Context: an optimization exercise on an open-source flow, tuned for small area. The choices shown serve that exercise and are no tape-out recipe.
The RTL was checked by simulation tests, not by an equivalence proof against the original design.
Power and IR drop assume default switching activity.

==> flow/design.v <==
`default_nettype none
package ap_regs_pkg;
   localparam int NUM_APS    = 4;       
   localparam int AUX_ADDR_W = 12;      
   localparam int DATA_W     = 32;      
   localparam logic [AUX_ADDR_W-1:0] AP_AUX_BASE = 12'h220;
   localparam int AP_REG_VALUE = 0;     
   localparam int AP_REG_MASK  = 1;     
   localparam int AP_REG_CTRL  = 2;     
   localparam int AC_W          = 6;
   localparam int AC_MODE_LSB   = 0;    
   localparam int AC_TARGET_LSB = 2;    
   localparam int AC_ACTION     = 4;    
   localparam int AC_PAIR       = 5;    
   typedef logic [1:0] ap_idx_t;
endpackage
`default_nettype wire
`default_nettype none
package ap_match_pkg;
   localparam logic [1:0] MODE_OFF = 2'd0;
   localparam logic [1:0] MODE_EQ  = 2'd1;    
   localparam logic [1:0] MODE_NE  = 2'd2;    
   localparam logic [1:0] TGT_PC         = 2'd0;    
   localparam logic [1:0] TGT_MEM_ADDR   = 2'd1;    
   localparam logic [1:0] TGT_STORE_DATA = 2'd2;    
   localparam logic [1:0] TGT_AUX_ADDR   = 2'd3;    
   localparam int PC_W = 32;
endpackage
`default_nettype wire
`timescale 1ns/1ns
`default_nettype none
import ap_regs_pkg::*;
import ap_match_pkg::*;
module actionpoint_unit
(
   input  wire logic                  clk_debug,
   input  wire logic                  rst_a,
   input  wire logic                  i_en,           
   input  wire logic                  i_actionhalt,   
   input  wire logic                  i_aux_write,
   input  wire logic                  i_aux_read,
   input  wire logic [AUX_ADDR_W-1:0] i_aux_addr,
   input  wire logic [DATA_W-1:0]     i_aux_data,
   input  wire logic                  i_h_write,
   input  wire logic [AUX_ADDR_W-1:0] i_h_addr,
   input  wire logic [DATA_W-1:0]     i_h_data,
   input  wire logic [AUX_ADDR_W-1:0] i_rd_addr,
   input  wire logic [PC_W-1:0]       i_pc,
   input  wire logic                  i_pc_valid,
   input  wire logic [DATA_W-1:0]     i_mem_addr,
   input  wire logic                  i_mload,
   input  wire logic                  i_mstore,
   input  wire logic [DATA_W-1:0]     i_store_data,
   output logic [DATA_W-1:0]          o_rd_data,
   output logic                       o_brk,
   output logic                       o_swi,
   output logic [NUM_APS-1:0]         o_status
);
   logic [DATA_W-1:0] value_r [NUM_APS];
   logic [DATA_W-1:0] mask_r  [NUM_APS];
   logic [AC_W-1:0]   ctrl_r  [NUM_APS];
   logic [NUM_APS-1:0] status_r;
   logic              regs_live;    
   logic                  host_w, hc_we, hc_in_map;
   logic [AUX_ADDR_W-1:0] hc_addr;
   logic [DATA_W-1:0]     hc_data;
   logic [3*NUM_APS-1:0]  hc_sel;       
   assign host_w    = i_h_write & i_en;    
   assign hc_we     = host_w | i_aux_write;
   assign hc_addr   = host_w ? i_h_addr : i_aux_addr;
   assign hc_data   = host_w ? i_h_data : i_aux_data;
   assign hc_in_map = hc_we & (hc_addr[AUX_ADDR_W-1:4] == AP_AUX_BASE[AUX_ADDR_W-1:4]);
   logic [DATA_W-1:0]  src [NUM_APS];
   logic [3:0]         tsel [NUM_APS];    
   logic [NUM_APS-1:0] strobe, match, raw, pair, action, qual, cap_sel, written;
   logic               cap;
   always_comb
   begin
      for (int i = 0; i < NUM_APS; i++)
      begin
         tsel[i] = 4'b0001 << ctrl_r[i][AC_TARGET_LSB +: 2];
         src[i]  = ({DATA_W{tsel[i][TGT_PC]}}         & i_pc) |
                   ({DATA_W{tsel[i][TGT_MEM_ADDR]}}   & i_mem_addr) |
                   ({DATA_W{tsel[i][TGT_STORE_DATA]}} & i_store_data) |
                   ({DATA_W{tsel[i][TGT_AUX_ADDR]}}   & DATA_W'(i_aux_addr));
         strobe[i] = (tsel[i][TGT_PC]         & i_pc_valid) |
                     (tsel[i][TGT_MEM_ADDR]   & (i_mload | i_mstore)) |
                     (tsel[i][TGT_STORE_DATA] & i_mstore) |
                     (tsel[i][TGT_AUX_ADDR]   & (i_aux_read | i_aux_write));
         match[i] = &((src[i] ~^ value_r[i]) | mask_r[i]);    
         raw[i]   = i_en & strobe[i] &
                    ((ctrl_r[i][1:0] == MODE_EQ) ? match[i] :
                     (ctrl_r[i][1:0] == MODE_NE) ? !match[i] : 1'b0);
         pair[i]   = ctrl_r[i][AC_PAIR];
         action[i] = ctrl_r[i][AC_ACTION];
      end
      for (int i = 0; i < NUM_APS; i++)
      begin
         if (pair[(i + NUM_APS - 1) % NUM_APS])
            qual[i] = 1'b0;    
         else if (pair[i])
            qual[i] = raw[i] & raw[(i + 1) % NUM_APS];
         else
            qual[i] = raw[i];
      end
      cap_sel[0] = qual[0];
      cap_sel[1] = qual[1] & ~qual[0];
      cap_sel[2] = qual[2] & ~|qual[1:0];
      cap_sel[3] = qual[3] & ~|qual[2:0];
      cap_sel    = cap_sel & {NUM_APS{~i_actionhalt}};
      cap        = |cap_sel;
      for (int k = 0; k < 3 * NUM_APS; k++)
         hc_sel[k] = ~cap & hc_in_map & (hc_addr[3:0] == 4'(k));
      for (int i = 0; i < NUM_APS; i++)
         written[i] = cap_sel[i] | hc_sel[3*i] | hc_sel[3*i+1] | hc_sel[3*i+2];
   end
   assign o_brk = |(qual & ~action);
   assign o_swi = |(qual & action);
   always_ff @(posedge clk_debug or posedge rst_a)
   begin
      if (rst_a)
         regs_live <= 1'b0;
      else
         regs_live <= 1'b1;
   end
   logic [DATA_W-1:0] wdata;
   always_comb
   begin
      wdata = cap ? '0 : hc_data;
      for (int i = 0; i < NUM_APS; i++)
         wdata = wdata | ({DATA_W{cap_sel[i]}} & src[i]);
   end
   always_ff @(posedge clk_debug)
   begin
      for (int i = 0; i < NUM_APS; i++)
      begin
         value_r[i] <= ({DATA_W{cap_sel[i] | hc_sel[3*i]}} & wdata) |
                       ({DATA_W{regs_live & ~cap_sel[i] & ~hc_sel[3*i]}} & value_r[i]);
         mask_r[i]  <= ({DATA_W{hc_sel[3*i+1]}} & hc_data) |
                       ({DATA_W{regs_live & ~hc_sel[3*i+1]}} & mask_r[i]);
      end
   end
   always_ff @(posedge clk_debug or posedge rst_a)
   begin
      if (rst_a)
      begin
         for (int i = 0; i < NUM_APS; i++)
            ctrl_r[i] <= '0;
         status_r <= '0;
      end
      else
      begin
         for (int i = 0; i < NUM_APS; i++)
            if (hc_sel[3*i+2]) ctrl_r[i] <= hc_data[AC_W-1:0];    
         status_r <= (status_r & ~written) | qual;    
      end
   end
   assign o_status = status_r;
   logic                 rd_in_map;
   logic [3*NUM_APS-1:0] rd_sel;
   assign rd_in_map = i_rd_addr[AUX_ADDR_W-1:4] == AP_AUX_BASE[AUX_ADDR_W-1:4];
   always_comb
   begin
      for (int k = 0; k < 3 * NUM_APS; k++)
         rd_sel[k] = rd_in_map & (i_rd_addr[3:0] == 4'(k));
      o_rd_data = '0;    
      for (int i = 0; i < NUM_APS; i++)
         o_rd_data = o_rd_data |
                     ({DATA_W{rd_sel[3*i]   & regs_live}} & value_r[i]) |
                     ({DATA_W{rd_sel[3*i+1] & regs_live}} & mask_r[i]) |
                     ({DATA_W{rd_sel[3*i+2]}} & DATA_W'(ctrl_r[i]));
   end
endmodule
`default_nettype wire
==> flow/config.mk <==
export PLATFORM = sky130hd
export DESIGN_NAME = actionpoint_unit
export DESIGN_NICKNAME = actionpoint_unit
export VERILOG_FILES = /design/flow/design.v
export SDC_FILE = /design/flow/constraint.sdc
export NUM_CORES = 4
export LEC_CHECK = 0
export CAP_MARGIN = 20
export CORE_MARGIN = 2
export CORE_UTILIZATION = 40
export SLEW_MARGIN = 20
==> flow/constraint.sdc <==
create_clock -name core_clock -period 10.0 [get_ports {clk_debug}]
set_input_delay 2.0000 -clock core_clock [delete_from_list [all_inputs] [get_ports {clk_debug}]]
set_output_delay 2.0000 -clock core_clock [all_outputs]
set_load 0.01 [all_outputs]
standard.sh (not shown) runs the stock make flow with config.mk's settings and CLKGATE_MAP_FILE= SYNTH_SCRIPT=/design/flow/synth_recipe.tcl, a recipe that flattens the netlist after the stock synthesis.
==> flow/flow/run.sh <==
#!/bin/bash
# Own layout flow: the standard flow (standard.sh) with
#  - an area-oriented ABC mapping script in place of ORFS's (everything else
#    in synthesis, including synth_recipe.tcl, is unchanged),
#  - the smallest buffer for the port buffers,
#  - small clock buffers and no dummy loads in CTS.
# Each tool's full output is in the ORFS logs under orfs/logs and in flow_*.log here.
set -euo pipefail
W=$PWD
F=$W/flow
cat > $W/my_synth.tcl <<EOT
proc abc {args} {
  set i [lsearch \$args -script]
  if {\$i >= 0} { lset args [expr {\$i + 1}] $F/area.abc }
  puts "abc with area script: \$args"
  yosys abc {*}\$args
}
source $W/synth_recipe.tcl
EOT
# the platform's don't-use cells, plus the larger plain buffers so that
# repair_design buffers high-fanout nets with buf_1/buf_2
PLAT_DONT_USE="sky130_fd_sc_hd__probe_p_8 sky130_fd_sc_hd__probec_p_8 sky130_fd_sc_hd__lpflow_bleeder_1 sky130_fd_sc_hd__lpflow_clkbufkapwr_1 sky130_fd_sc_hd__lpflow_clkbufkapwr_16 sky130_fd_sc_hd__lpflow_clkbufkapwr_2 sky130_fd_sc_hd__lpflow_clkbufkapwr_4 sky130_fd_sc_hd__lpflow_clkbufkapwr_8 sky130_fd_sc_hd__lpflow_clkinvkapwr_1 sky130_fd_sc_hd__lpflow_clkinvkapwr_16 sky130_fd_sc_hd__lpflow_clkinvkapwr_2 sky130_fd_sc_hd__lpflow_clkinvkapwr_4 sky130_fd_sc_hd__lpflow_clkinvkapwr_8 sky130_fd_sc_hd__lpflow_decapkapwr_12 sky130_fd_sc_hd__lpflow_decapkapwr_3 sky130_fd_sc_hd__lpflow_decapkapwr_4 sky130_fd_sc_hd__lpflow_decapkapwr_6 sky130_fd_sc_hd__lpflow_decapkapwr_8 sky130_fd_sc_hd__lpflow_inputiso0n_1 sky130_fd_sc_hd__lpflow_inputiso0p_1 sky130_fd_sc_hd__lpflow_inputiso1n_1 sky130_fd_sc_hd__lpflow_inputiso1p_1 sky130_fd_sc_hd__lpflow_inputisolatch_1 sky130_fd_sc_hd__lpflow_isobufsrc_1 sky130_fd_sc_hd__lpflow_isobufsrc_16 sky130_fd_sc_hd__lpflow_isobufsrc_2 sky130_fd_sc_hd__lpflow_isobufsrc_4 sky130_fd_sc_hd__lpflow_isobufsrc_8 sky130_fd_sc_hd__lpflow_isobufsrckapwr_16 sky130_fd_sc_hd__lpflow_lsbuf_lh_hl_isowell_tap_1 sky130_fd_sc_hd__lpflow_lsbuf_lh_hl_isowell_tap_2 sky130_fd_sc_hd__lpflow_lsbuf_lh_hl_isowell_tap_4 sky130_fd_sc_hd__lpflow_lsbuf_lh_isowell_4 sky130_fd_sc_hd__lpflow_lsbuf_lh_isowell_tap_1 sky130_fd_sc_hd__lpflow_lsbuf_lh_isowell_tap_2 sky130_fd_sc_hd__lpflow_lsbuf_lh_isowell_tap_4"
EXTRA_DONT_USE="sky130_fd_sc_hd__buf_4 sky130_fd_sc_hd__buf_6 sky130_fd_sc_hd__buf_8 sky130_fd_sc_hd__buf_12 sky130_fd_sc_hd__buf_16"
bash standard.sh \
  "DONT_USE_CELLS=$PLAT_DONT_USE $EXTRA_DONT_USE" \
  SYNTH_SCRIPT=$W/my_synth.tcl \
  ABC_AREA=1 \
  "BUFFER_PORTS_ARGS=-buffer_cell sky130_fd_sc_hd__buf_1" \
  "CTS_ARGS=-sink_clustering_enable -sink_clustering_size 10 -sink_clustering_max_diameter 50 -repair_clock_nets -dont_use_dummy_load -buf_list sky130_fd_sc_hd__clkbuf_4" \
  SLEW_MARGIN=10 CAP_MARGIN=10 \
  finish > $W/flow_make.log 2>&1
Other scripts of this flow, unchanged in this note and not shown: flow/flow/area.abc
The starting point finished clean.
Change:
==> flow/flow/run.sh (replaced) <==
#!/bin/bash
# Own layout flow: the standard flow (standard.sh) with
#  - an area-oriented ABC mapping script in place of ORFS's (everything else
#    in synthesis, including synth_recipe.tcl, is unchanged),
#  - the smallest buffer for the port buffers,
#  - small clock buffers and no dummy loads in CTS.
# Each tool's full output is in the ORFS logs under orfs/logs and in flow_*.log here.
set -euo pipefail
W=$PWD
F=$W/flow
cat > $W/my_synth.tcl <<EOT
proc abc {args} {
  set i [lsearch \$args -script]
  if {\$i >= 0} { lset args [expr {\$i + 1}] $F/area.abc }
  puts "abc with area script: \$args"
  yosys abc {*}\$args
}
source $W/synth_recipe.tcl
EOT
bash standard.sh \
  SYNTH_SCRIPT=$W/my_synth.tcl \
  ABC_AREA=1 \
  "BUFFER_PORTS_ARGS=-buffer_cell sky130_fd_sc_hd__buf_1" \
  "CTS_ARGS=-sink_clustering_enable -sink_clustering_size 12 -sink_clustering_max_diameter 60 -repair_clock_nets -dont_use_dummy_load -buf_list sky130_fd_sc_hd__clkbuf_8" \
  SLEW_MARGIN=10 CAP_MARGIN=10 \
  finish > $W/flow_make.log 2>&1
The changed run went through all stages and came out clean.
Worst setup slack is better by 0.23 ns.
Combinational power is about the same.
Routed wire length increases by about 1.2%.

========
// actionpoint_unit: RTL as listed in full above, without the edits since
clock: 10.0 ns
lec_check: 0
cap_margin: 20
core_margin: 2
core_utilization: 40
slew_margin: 20
==> flow/flow/run.sh <==
#!/bin/bash
# Own layout flow: the standard flow (standard.sh) with
#  - an area-oriented ABC mapping script in place of ORFS's (everything else
#    in synthesis, including synth_recipe.tcl, is unchanged),
#  - the smallest buffer for the port buffers,
#  - small clock buffers and no dummy loads in CTS.
# Each tool's full output is in the ORFS logs under orfs/logs and in flow_*.log here.
set -euo pipefail
W=$PWD
F=$W/flow
cat > $W/my_synth.tcl <<EOT
proc abc {args} {
  set i [lsearch \$args -script]
  if {\$i >= 0} { lset args [expr {\$i + 1}] $F/area.abc }
  puts "abc with area script: \$args"
  yosys abc {*}\$args
}
source $W/synth_recipe.tcl
EOT
# the platform's don't-use cells, plus the larger buffers and delay cells, so that
# repair_design buffers high-fanout nets with buf_1/buf_2 (CTS uses clkbuf_4)
PLAT_DONT_USE="sky130_fd_sc_hd__probe_p_8 sky130_fd_sc_hd__probec_p_8 sky130_fd_sc_hd__lpflow_bleeder_1 sky130_fd_sc_hd__lpflow_clkbufkapwr_1 sky130_fd_sc_hd__lpflow_clkbufkapwr_16 sky130_fd_sc_hd__lpflow_clkbufkapwr_2 sky130_fd_sc_hd__lpflow_clkbufkapwr_4 sky130_fd_sc_hd__lpflow_clkbufkapwr_8 sky130_fd_sc_hd__lpflow_clkinvkapwr_1 sky130_fd_sc_hd__lpflow_clkinvkapwr_16 sky130_fd_sc_hd__lpflow_clkinvkapwr_2 sky130_fd_sc_hd__lpflow_clkinvkapwr_4 sky130_fd_sc_hd__lpflow_clkinvkapwr_8 sky130_fd_sc_hd__lpflow_decapkapwr_12 sky130_fd_sc_hd__lpflow_decapkapwr_3 sky130_fd_sc_hd__lpflow_decapkapwr_4 sky130_fd_sc_hd__lpflow_decapkapwr_6 sky130_fd_sc_hd__lpflow_decapkapwr_8 sky130_fd_sc_hd__lpflow_inputiso0n_1 sky130_fd_sc_hd__lpflow_inputiso0p_1 sky130_fd_sc_hd__lpflow_inputiso1n_1 sky130_fd_sc_hd__lpflow_inputiso1p_1 sky130_fd_sc_hd__lpflow_inputisolatch_1 sky130_fd_sc_hd__lpflow_isobufsrc_1 sky130_fd_sc_hd__lpflow_isobufsrc_16 sky130_fd_sc_hd__lpflow_isobufsrc_2 sky130_fd_sc_hd__lpflow_isobufsrc_4 sky130_fd_sc_hd__lpflow_isobufsrc_8 sky130_fd_sc_hd__lpflow_isobufsrckapwr_16 sky130_fd_sc_hd__lpflow_lsbuf_lh_hl_isowell_tap_1 sky130_fd_sc_hd__lpflow_lsbuf_lh_hl_isowell_tap_2 sky130_fd_sc_hd__lpflow_lsbuf_lh_hl_isowell_tap_4 sky130_fd_sc_hd__lpflow_lsbuf_lh_isowell_4 sky130_fd_sc_hd__lpflow_lsbuf_lh_isowell_tap_1 sky130_fd_sc_hd__lpflow_lsbuf_lh_isowell_tap_2 sky130_fd_sc_hd__lpflow_lsbuf_lh_isowell_tap_4"
EXTRA_DONT_USE="sky130_fd_sc_hd__buf_4 sky130_fd_sc_hd__buf_6 sky130_fd_sc_hd__buf_8 sky130_fd_sc_hd__buf_12 sky130_fd_sc_hd__buf_16 sky130_fd_sc_hd__bufbuf_8 sky130_fd_sc_hd__bufbuf_16 sky130_fd_sc_hd__clkbuf_8 sky130_fd_sc_hd__clkbuf_16 sky130_fd_sc_hd__clkdlybuf4s15_1 sky130_fd_sc_hd__clkdlybuf4s15_2 sky130_fd_sc_hd__clkdlybuf4s18_1 sky130_fd_sc_hd__clkdlybuf4s18_2 sky130_fd_sc_hd__clkdlybuf4s25_1 sky130_fd_sc_hd__clkdlybuf4s25_2 sky130_fd_sc_hd__clkdlybuf4s50_1 sky130_fd_sc_hd__clkdlybuf4s50_2 sky130_fd_sc_hd__dlygate4sd1_1 sky130_fd_sc_hd__dlygate4sd2_1 sky130_fd_sc_hd__dlygate4sd3_1 sky130_fd_sc_hd__dlymetal6s2s_1 sky130_fd_sc_hd__dlymetal6s4s_1 sky130_fd_sc_hd__dlymetal6s6s_1"
bash standard.sh \
  "DONT_USE_CELLS=$PLAT_DONT_USE $EXTRA_DONT_USE" \
  SYNTH_SCRIPT=$W/my_synth.tcl \
  ABC_AREA=1 \
  "BUFFER_PORTS_ARGS=-buffer_cell sky130_fd_sc_hd__buf_1" \
  "CTS_ARGS=-sink_clustering_enable -sink_clustering_size 8 -sink_clustering_max_diameter 50 -repair_clock_nets -dont_use_dummy_load -buf_list sky130_fd_sc_hd__clkbuf_4" \
  SLEW_MARGIN=10 CAP_MARGIN=10 \
  finish > $W/flow_make.log 2>&1
Other scripts of this flow, unchanged in this note and not shown: flow/flow/area.abc
The baseline completed with no timing, DRC or antenna violations.
==> next run, changes <==
==> flow/flow/run.sh (replaced) <==
#!/bin/bash
# Own layout flow: the standard flow (standard.sh) with
#  - an area-oriented ABC mapping script in place of ORFS's (everything else
#    in synthesis, including synth_recipe.tcl, is unchanged),
#  - the smallest buffer for the port buffers,
#  - small clock buffers and no dummy loads in CTS.
# Each tool's full output is in the ORFS logs under orfs/logs and in flow_*.log here.
set -euo pipefail
W=$PWD
F=$W/flow
cat > $W/my_synth.tcl <<EOT
proc abc {args} {
  set i [lsearch \$args -script]
  if {\$i >= 0} { lset args [expr {\$i + 1}] $F/area.abc }
  puts "abc with area script: \$args"
  yosys abc {*}\$args
}
source $W/synth_recipe.tcl
EOT
bash standard.sh \
  SYNTH_SCRIPT=$W/my_synth.tcl \
  ABC_AREA=1 \
  "BUFFER_PORTS_ARGS=-buffer_cell sky130_fd_sc_hd__buf_1" \
  "CTS_ARGS=-sink_clustering_enable -sink_clustering_size 8 -sink_clustering_max_diameter 50 -repair_clock_nets -dont_use_dummy_load -buf_list sky130_fd_sc_hd__clkbuf_4" \
  SLEW_MARGIN=10 CAP_MARGIN=10 \
  finish > $W/flow_make.log 2>&1
Clock skew grows by 0.063 ns.
Worst setup slack gets better by 0.59 ns.
Global-route usage grows by 0.49 points.
Power grows by 0.66%.

-- static timing again, ports no longer ideal --
The flow's constraints put no driver on any port. The routed layouts listed below were extracted and timed again, unchanged, in two steps. Step 1 assumes that a clkbuf_16 drives the clock port and a buf_2 every other input. Step 2, shift: input delay + t, output delay - t, t = (earliest + latest rising clock arrival at the registers) / 2. This alone moves slack from input paths to output paths. Three values: no drivers, after step 1, after step 2; two values: the first two.
run | t, ns | setup WS [ns] | worst setup path at the end | worst data-port slew with drivers (ns)
the first run of note 1 | 0.703 | 1.418 / 1.418 / 1.024 | input to register | 0.06
the second run of note 1 | 0.673 | 1.647 / 1.677 / 1.004 | input to register | 0.06
the first run of note 2 | 0.761 | 1.033 / 1.033 / 0.630 | input to register | 0.06
the second run of note 2 | 0.750 | 1.618 / 1.646 / 0.896 | input to register | 0.06
After both steps setup and hold are still met in every run listed. The setup slack of the second run of note 2, which loses most, moves by +0.028 ns with the drivers and by -0.722 ns with both steps.
